Context: an optimization exercise on an open-source flow, tuned for small area, a short achievable clock period and few clock cycles. The choices shown serve that exercise and are no tape-out recipe. Only simulation tests tie the RTL to the original design; equivalence was not proved.

## the reference run
## exec_stage_md
module exec_stage_md (
    input  wire logic        clk,
    input  wire logic        rst_n,
    input  wire logic        in_valid,
    output      logic        in_ready,
    input  wire logic        flush,
    input  wire logic        md_en,
    input  wire logic [2:0]  md_op,
    input  wire logic [4:0]  alu_ctrl,
    input  wire logic        jump,
    input  wire logic        branch,
    input  wire logic        sel_a_pc,
    input  wire logic        sel_b_imm,
    input  wire logic        tgt_rs1,
    input  wire logic [31:0] rd1,
    input  wire logic [31:0] rd2,
    input  wire logic [31:0] pc,
    input  wire logic [31:0] imm,
    input  wire logic [1:0]  fwd_a,
    input  wire logic [1:0]  fwd_b,
    input  wire logic [31:0] result_w,
    input  wire logic [31:0] alu_result_m,
    output      logic        out_valid,
    input  wire logic        out_ready,
    output      logic [31:0] result,
    output      logic [31:0] write_data,
    output      logic [31:0] pc_target,
    output      logic        redirect,
    output      logic        stall_o
);
Size in the first run: ~6200 cells after synthesis, roughly 150 flip-flops, about 320 I/O pins, roughly 0.039 mm^2 of cells after synthesis.
export LEC_CHECK = 0
export ABC_AREA = 1
export CAP_MARGIN = 20
export CORE_MARGIN = 2
export CORE_UTILIZATION = 50
export SETUP_SLACK_MARGIN = 2.75
export SLEW_MARGIN = 20
export TNS_END_PERCENT = 0
create_clock -name core_clock -period 11.5 [get_ports {clk}]
standard.sh (not shown) runs the stock make flow with config.mk's settings and CLKGATE_MAP_FILE= SYNTH_SCRIPT=/design/flow/synth_recipe.tcl, a recipe that flattens the netlist after the stock synthesis.
==> flow/flow/run.sh <==
#!/bin/bash
# Standard layout, except that the port buffers are buf_1 cells rather
# than the delay-buffer cells buffer_ports picks by default.
set -euo pipefail
export BUFFER_PORTS_ARGS="-buffer_cell sky130_fd_sc_hd__buf_1"
bash standard.sh > standard_flow.log 2>&1
Testbench counts of the reference run, summed over its fixed seeds: cycles 7,586.
Edits applied to the flow inputs when going from the reference run to the trial run:
Settings: SETUP_SLACK_MARGIN: 2.75 -> 2.0; ABC_AREA: 1 -> unset; GPL_TIMING_DRIVEN: unset -> 0.
==> flow/flow/run.sh <==
#!/bin/bash
# Standard layout, except that the port buffers are buf_2 cells rather
# than the delay-buffer cells buffer_ports picks by default.
set -euo pipefail
export BUFFER_PORTS_ARGS="-buffer_cell sky130_fd_sc_hd__buf_2"
bash standard.sh > standard_flow.log 2>&1
[summary]
- The trial run — count of non-CTS inverters in the layout 376 lower, the reference run as reference
- Summary of the trial run over the reference run: die area went down, wire length of the first global-routing pass saw an increase, total placed cells including tap cells down 1017.

## build 95
exec_stage_md, a different RTL version from the one above (not shown whole).
Size: ~5300 cells after synthesis, roughly 320 I/O pins, ~41000 um2 of cells after synthesis.
Design exec_stage_md, start of the top module:
module exec_stage_md (
    input  wire logic        clk,
    input  wire logic        rst_n,
    input  wire logic        in_valid,
    output      logic        in_ready,
    input  wire logic        flush,
    input  wire logic        md_en,
    input  wire logic [2:0]  md_op,
    input  wire logic [4:0]  alu_ctrl,
    input  wire logic        jump,
    input  wire logic        branch,
    input  wire logic        sel_a_pc,
    input  wire logic        sel_b_imm,
    input  wire logic        tgt_rs1,
    input  wire logic [31:0] rd1,
    input  wire logic [31:0] rd2,
    input  wire logic [31:0] pc,
    input  wire logic [31:0] imm,
    input  wire logic [1:0]  fwd_a,
    input  wire logic [1:0]  fwd_b,
    input  wire logic [31:0] result_w,
    input  wire logic [31:0] alu_result_m,
    output      logic        out_valid,
    input  wire logic        out_ready,
    output      logic [31:0] result,
    output      logic [31:0] write_data,
    output      logic [31:0] pc_target,
    output      logic        redirect,
    output      logic        stall_o
);
    logic [31:0] rs1, rs2, alu_out, pc_tgt;
    ex_alu u_alu (
        .alu_ctrl(alu_ctrl), .sel_a_pc(sel_a_pc), .sel_b_imm(sel_b_imm), .tgt_rs1(tgt_rs1),
        .rd1(rd1), .rd2(rd2), .pc(pc), .imm(imm), .fwd_a(fwd_a), .fwd_b(fwd_b),
        .result_w(result_w), .alu_result_m(alu_result_m),
        .rs1(rs1), .rs2(rs2), .alu_out(alu_out), .pc_tgt(pc_tgt)
    );
    typedef enum logic [1:0] {
        S_IDLE = 2'd0,
        S_MUL  = 2'd1,
        S_DIV  = 2'd2,
        S_DONE = 2'd3
    } state_t;
    state_t      state_q, state_d;
    logic [2:0]  op_q;
    logic [3:0]  cnt_q;
    logic [1:0]  jm1_q;
    logic [31:0] B_q, H_q, BL_q;
    logic        bneg_q, neg_q_q, neg_r_q;
    logic [31:0] pct_q;
    logic live, is_idle;
    assign live    = rst_n & ~flush;
    assign is_idle = (state_q == S_IDLE);
    logic [2:0]  mop;
    logic        ma_sgn, mb_sgn;
    assign mop    = is_idle ? md_op : op_q;
    assign ma_sgn = (mop[1:0] == 2'd1) | (mop[1:0] == 2'd2);
    assign mb_sgn = (mop[1:0] == 2'd1);
    logic       in_ma_sgn;
    logic [1:0] in_jm1;
    logic       ext8, ext16, ext24;
    assign in_ma_sgn = (md_op[1:0] == 2'd1) | (md_op[1:0] == 2'd2);
  ...
Settings: LEC_CHECK=0, CAP_MARGIN=20, CORE_MARGIN=2, CORE_UTILIZATION=50, SETUP_SLACK_MARGIN=2.5, SLEW_MARGIN=20, SYNTH_HIERARCHICAL=1; clock period 11.5 ns.
run.sh (not shown) runs the stock make flow with config.mk's settings and CLKGATE_MAP_FILE= SYNTH_SCRIPT=/design/flow/synth_recipe.tcl, a recipe that flattens the netlist after the stock synthesis.
Stock flow here: none of the scripts above is used.
Build 95 completed every stage of the flow, and the final layout passed the timing, design-rule and antenna checks.
Testbench counts of build 95, summed over its fixed seeds: cycles 7,835.
Modified inputs, build 69 compared to build 95
- swapping 2.5 for 1.5 in SETUP_SLACK_MARGIN
- swapping 50 for 65 in CORE_UTILIZATION
- clearing SYNTH_HIERARCHICAL, which used to be 1
==> flow/flow/run.sh (new file) <==
#!/bin/bash
# Standard layout, except that the port buffers are buf_2 cells rather
# than the delay-buffer cells buffer_ports picks by default.
set -euo pipefail
export BUFFER_PORTS_ARGS="-buffer_cell sky130_fd_sc_hd__buf_2"
bash standard.sh > standard_flow.log 2>&1
==> flow/standard.sh (new file) <==
#!/bin/bash
# synth_recipe.tcl (not shown) runs the flow's synth.tcl, then flattens the netlist and writes it again
# the make line also repeats each setting of config.mk as NAME=value (left out here)
make -C /OpenROAD-flow-scripts/flow DESIGN_CONFIG=/design/flow/config.mk WORK_HOME=/design/flow/orfs CLKGATE_MAP_FILE= SYNTH_SCRIPT=/design/flow/synth_recipe.tcl "${@:-finish}"
removed: flow/run.sh
--- outcome ---
Compared with build 95, in build 69 worst hold slack climbed 32 ps; total of hold buffers inserted after clock tree synthesis barely changed; total detailed-routing wirelength dropped 9.9%. Combined buffer and inverter count along the critical path was higher in build 95 than in build 69. Compared with build 95, build 69 shows a lower fmax. Changes observed in build 69 relative to build 95: via count of the first global-routing pass down about 3%, area growth from synthesis to final layout down 13 points.
### build 69 -> build 10
- changing CORE_UTILIZATION from 65 to 50
==> comparison <==
Comparing build 69 and build 10, the higher maximum clock frequency is on build 10. As far as level count of the clock H-tree goes, build 69 and build 10 are indistinguishable; the numbers are identical. Per the comparison of build 10 with build 69, final instance area increased by 1.9% relative to the old numbers; global-route usage went down 11 points; worst setup slack after layout saw an increase; area used by multi-input combinational logic now sits at about the same level.
### build 10 -> build 96
- SETUP_SLACK_MARGIN: 1.5 -> 2.0
Findings:
Min fraction of area in multi-input gates across build 96 and build 10: build 96. Relative to build 10, the design area measured on build 96 has increased by a few percent. Highest clock rate | build 96 above build 10.
The following lists how build 58 was set up differently from build 96:
==> flow/run.sh (new file) <==
#!/bin/bash
# synth_recipe.tcl (not shown) runs the flow's synth.tcl, then flattens the netlist and writes it again
# the make line also repeats each setting of config.mk as NAME=value (left out here)
make -C /OpenROAD-flow-scripts/flow DESIGN_CONFIG=/design/flow/config.mk WORK_HOME=/design/flow/orfs CLKGATE_MAP_FILE= SYNTH_SCRIPT=/design/flow/synth_recipe.tcl finish
removed: flow/flow/run.sh
removed: flow/standard.sh
Findings:
Build 58 vs. build 96: total length of routed met3 wires dropped 250 um; pin slew with the least headroom to its limit saw a decrease; CTS buffer count roughly the same. Taking build 96 as the reference, in build 58 routed wire length now smaller, setup slack went down 38 ps, share of final layout cell area taken by clock buffers and inverters roughly the same. The maximum buffer depth of the clock tree on build 58 is in line with that on build 96. Area growth from synthesis to final layout for build 58 is higher than for build 96. Compared with build 96, build 58 shows a higher final core utilization. Maximum fanout encountered on the critical timing path on build 58 is down relative to build 96.

Setup of raven:
RTL: one of the versions met above, not the one the previous note started from.
Size in the first run: about 6200 cells after synthesis, roughly 0.039 mm² of cells after synthesis.
// exec_stage_md
module exec_stage_md (
    input  wire logic        clk,
    input  wire logic        rst_n,
    input  wire logic        in_valid,
    output      logic        in_ready,
    input  wire logic        flush,
    input  wire logic        md_en,
    input  wire logic [2:0]  md_op,
    input  wire logic [4:0]  alu_ctrl,
    input  wire logic        jump,
    input  wire logic        branch,
    input  wire logic        sel_a_pc,
    input  wire logic        sel_b_imm,
    input  wire logic        tgt_rs1,
    input  wire logic [31:0] rd1,
    input  wire logic [31:0] rd2,
    input  wire logic [31:0] pc,
    input  wire logic [31:0] imm,
    input  wire logic [1:0]  fwd_a,
    input  wire logic [1:0]  fwd_b,
    input  wire logic [31:0] result_w,
    input  wire logic [31:0] alu_result_m,
    output      logic        out_valid,
    input  wire logic        out_ready,
    output      logic [31:0] result,
    output      logic [31:0] write_data,
    output      logic [31:0] pc_target,
    output      logic        redirect,
    output      logic        stall_o
);
==> flow/config.mk <==
export PLATFORM = sky130hd
export DESIGN_NAME = exec_stage_md
export DESIGN_NICKNAME = exec_stage_md
export VERILOG_FILES = /design/flow/design.v
export SDC_FILE = /design/flow/constraint.sdc
export NUM_CORES = 4
export LEC_CHECK = 0
export ABC_AREA = 1
export CAP_MARGIN = 20
export CORE_MARGIN = 2
export CORE_UTILIZATION = 50
export SETUP_SLACK_MARGIN = 2.5
export SLEW_MARGIN = 20
export TNS_END_PERCENT = 0
==> flow/constraint.sdc <==
create_clock -name core_clock -period 11.5 [get_ports {clk}]
set_input_delay 2.3000 -clock core_clock [delete_from_list [all_inputs] [get_ports {clk}]]
set_output_delay 2.3000 -clock core_clock [all_outputs]
set_load 0.01 [all_outputs]
standard.sh (not shown) runs the stock make flow with config.mk's settings and CLKGATE_MAP_FILE= SYNTH_SCRIPT=/design/flow/synth_recipe.tcl, a recipe that flattens the netlist after the stock synthesis.
==> flow/flow/run.sh <==
#!/bin/bash
# Standard layout, except that the port buffers are buf_1 cells rather
# than the delay-buffer cells buffer_ports picks by default.
set -euo pipefail
export BUFFER_PORTS_ARGS="-buffer_cell sky130_fd_sc_hd__buf_1"
bash standard.sh > standard_flow.log 2>&1
The flow did not stop early for raven: all stages ran, and the layout cleared the timing, design-rule and antenna checks.
Testbench counts of raven, summed over its fixed seeds: cycles 7,586.
What nickel does differently from raven at the input level:
Settings: ABC_AREA removed (was 1); TNS_END_PERCENT removed (was 0); SETUP_SLACK_MARGIN changed from 2.5 to 2.0.
==> flow/flow/run.sh <==
#!/bin/bash
# Standard layout, except that the port buffers are buf_2 cells rather
# than the delay-buffer cells buffer_ports picks by default.
set -euo pipefail
export BUFFER_PORTS_ARGS="-buffer_cell sky130_fd_sc_hd__buf_2"
bash standard.sh > standard_flow.log 2>&1
## What came out
- raven -> nickel: multi-input combinational cell count decreased by more than 10%
- raven → nickel: layout inverter count without the clock tree saw a decrease; reg2reg setup slack saw a decrease.
- For the pre-CTS setup slack, nickel came in 0.89 ns lower than raven did.
- simple AND/OR/NAND/NOR gates as the dominant combinational cell family by area after synthesis was reported by raven, and compound AO/OA/AOI/OAI gates by nickel.
- Compared with raven, in nickel met2 track demand over resource in global routing has decreased; combined area of all synthesized cells decreased about 1.1%.
- Comparing routed wire length for nickel and raven, the smaller number came from nickel.
- In the metrics for nickel and raven, the one carrying the higher adder-cell area share of the yosys netlist is nickel.
Changes in lagoon relative to nickel:
Settings: SETUP_SLACK_MARGIN changed from 2.0 to 3.0; TNS_END_PERCENT newly set to 0; ABC_AREA newly set to 1.
==> comparison <==
A startpoint of the worst setup timing path of fwd_a[1] is what nickel shows, while fwd_a[0] belongs to lagoon.
Any difference in iteration count of the initial detailed-routing pass between lagoon and nickel is small enough to ignore.
Delta (lagoon minus nickel): met2 wire length now larger; fraction of met1 tracks used by global routing higher; synthesized-area fraction occupied by xor and xnor cells dropped 1.3 points; antenna cell count lost 1.
In lagoon the final critical-path required period turned out 0.78 ns lower than in nickel.
Initial antenna violation count (lagoon over nickel): decrease, 3
Higher register-to-register setup slack among nickel and lagoon: lagoon
Going from nickel to lagoon, design area grows by about 3.7%.
Modified inputs, juniper compared to lagoon
Settings: CORE_UTILIZATION changed from 50 to 56; SETUP_SLACK_MARGIN changed from 3.0 to 2.75.
==> flow/flow/run.sh <==
#!/bin/bash
# Standard layout, except that the port buffers are buf_1 cells rather
# than the delay-buffer cells buffer_ports picks by default.
set -euo pipefail
export BUFFER_PORTS_ARGS="-buffer_cell sky130_fd_sc_hd__buf_1"
bash standard.sh > standard_flow.log 2>&1
Notes after the runs:
Taking lagoon as the reference, in juniper detailed-route wire length per cell lost 1.4%; synthesized cell count ~0 delta.
juniper ends up with a total buffers and inverters traversed by the critical path that is 1 higher than in lagoon.
Total length of routed met3 wires for juniper: 1300 µm up relative to lagoon
When juniper is measured against lagoon, its maximum frequency turns out 1.3% lower.
Delta (juniper minus lagoon): routed wire length went down by about 3.5%; met1 usage in global routing has increased; number of detailed-route iterations in the first pass saw an increase.
For xenon, these inputs were changed with respect to juniper:
Settings: ABC_AREA: 1 -> unset; SETUP_SLACK_MARGIN: 2.75 -> 2.0; CORE_UTILIZATION: 56 -> 50.
==> flow/flow/run.sh <==
#!/bin/bash
# Standard layout, except that the port buffers are buf_2 cells rather
# than the delay-buffer cells buffer_ports picks by default.
set -euo pipefail
export BUFFER_PORTS_ARGS="-buffer_cell sky130_fd_sc_hd__buf_2"
bash standard.sh > standard_flow.log 2>&1
Results
juniper → xenon: average footprint of a synthesized cell increased by about 23% relative to the old numbers, number of ordinary and repair buffers in the finished layout moved up, footprint of the multi-input gates up 1.3%, biggest cell delay along the critical path climbed 0.32 ns, count of mapped cells out of synthesis decreased by about 20% relative to the old numbers.
Input-level comparison between ember and xenon:
Settings: ABC_AREA newly set to 1.
Notes after the runs:
Looking at the reports, ember completed the entire flow and the layout it produced met the timing, design-rule and antenna checks.
xenon vs ember, slowest cell on the critical path: sky130_fd_sc_hd__o21ai_0 vs sky130_fd_sc_hd__o21ai_2
Area after synthesis: ember worse than xenon
ember against xenon; die area is up slightly.
The lower half-perimeter wire length after placement came out of xenon.

Starting RTL as in the previous note.
clock: 11.5 ns
lec_check: 0
abc_area: 1
cap_margin: 20
core_margin: 2
core_utilization: 50
place_density: 0.75
setup_slack_margin: 2.5
slew_margin: 20
tns_end_percent: 0
==> flow/flow/run.sh <==
#!/bin/bash
# Standard layout, except that the port buffers are buf_2 cells rather
# than the delay-buffer cells buffer_ports picks by default.
set -euo pipefail
export BUFFER_PORTS_ARGS="-buffer_cell sky130_fd_sc_hd__buf_2"
bash standard.sh > standard_flow.log 2>&1
The first run ran to the end with no violations.
Testbench counts at the start, summed over its fixed seeds: cycles 7,586.
Change:
- ABC_AREA: 1 -> unset
- PLACE_DENSITY: 0.75 -> unset
Effect:
- The new run finished clean
- via count shrinks by 11%
- hold slack degrades by 7.8 ps
- clock skew grows by 13 ps
- count of clock-buffer cells in the layout shrinks by 1
- setup slack degrades by 470 ps
- maximum frequency shrinks by about 5%

-- separate check: timing with driven ports --
The results above use ideal ports. As a check the final layouts listed here were re-extracted and re-timed, cells and wires unchanged.
Step 1 assumes that a clkbuf_16 drives the clock port and a buf_2 every other input.
Step 2 adds t to the input delays and takes it off the output delays; t is the mean of the earliest and latest rising clock arrival at the registers after step 1. Input paths then give back, and output paths get back, about the clock's delay inside the block.
Slacks: ideal ports / drivers / drivers and shift; pairs: ideal ports / drivers.
| run | t (ns) | setup WS [ns] | worst data-port slew with drivers (ns) |
|---|---|---|---|
| the reference run | 0.584 | 2.698 / 2.677 / 2.277 | 0.12 |
| the trial run | 0.583 | 1.694 / 1.743 / 1.159 | 0.13 |
| build 95 | 0.552 | 2.290 / 2.222 / 1.737 | 0.11 |
| build 69 | 0.514 | 1.369 / 1.343 / 0.990 | 0.10 |
| build 10 | 0.542 | 1.456 / 1.433 / 1.120 | 0.11 |
| build 96 | 0.539 | 1.988 / 1.965 / 1.573 | 0.12 |
| build 58 | 0.538 | 1.950 / 1.928 / 1.424 | 0.12 |
| raven | 0.565 | 2.448 / 2.426 / 2.029 | 0.13 |
| nickel | 0.567 | 2.042 / 2.021 / 1.678 | 0.14 |
| lagoon | 0.587 | 2.818 / 2.800 / 2.441 | 0.07 |
| juniper | 0.575 | 2.701 / 2.678 / 2.291 | 0.09 |
| xenon | 0.581 | 1.955 / 1.931 / 1.633 | 0.08 |
| ember | 0.585 | 2.059 / 2.035 / 1.658 | 0.10 |
| the first run of note 4 | 0.595 | 2.535 / 2.506 / 2.142 | 0.08 |
| the second run of note 4 | 0.570 | 2.069 / 2.049 / 1.779 | 0.13 |
After both steps every run listed still meets setup and hold. The setup slack of build 95, which loses most, moves by -0.068 ns with the drivers and by -0.553 ns with both steps.
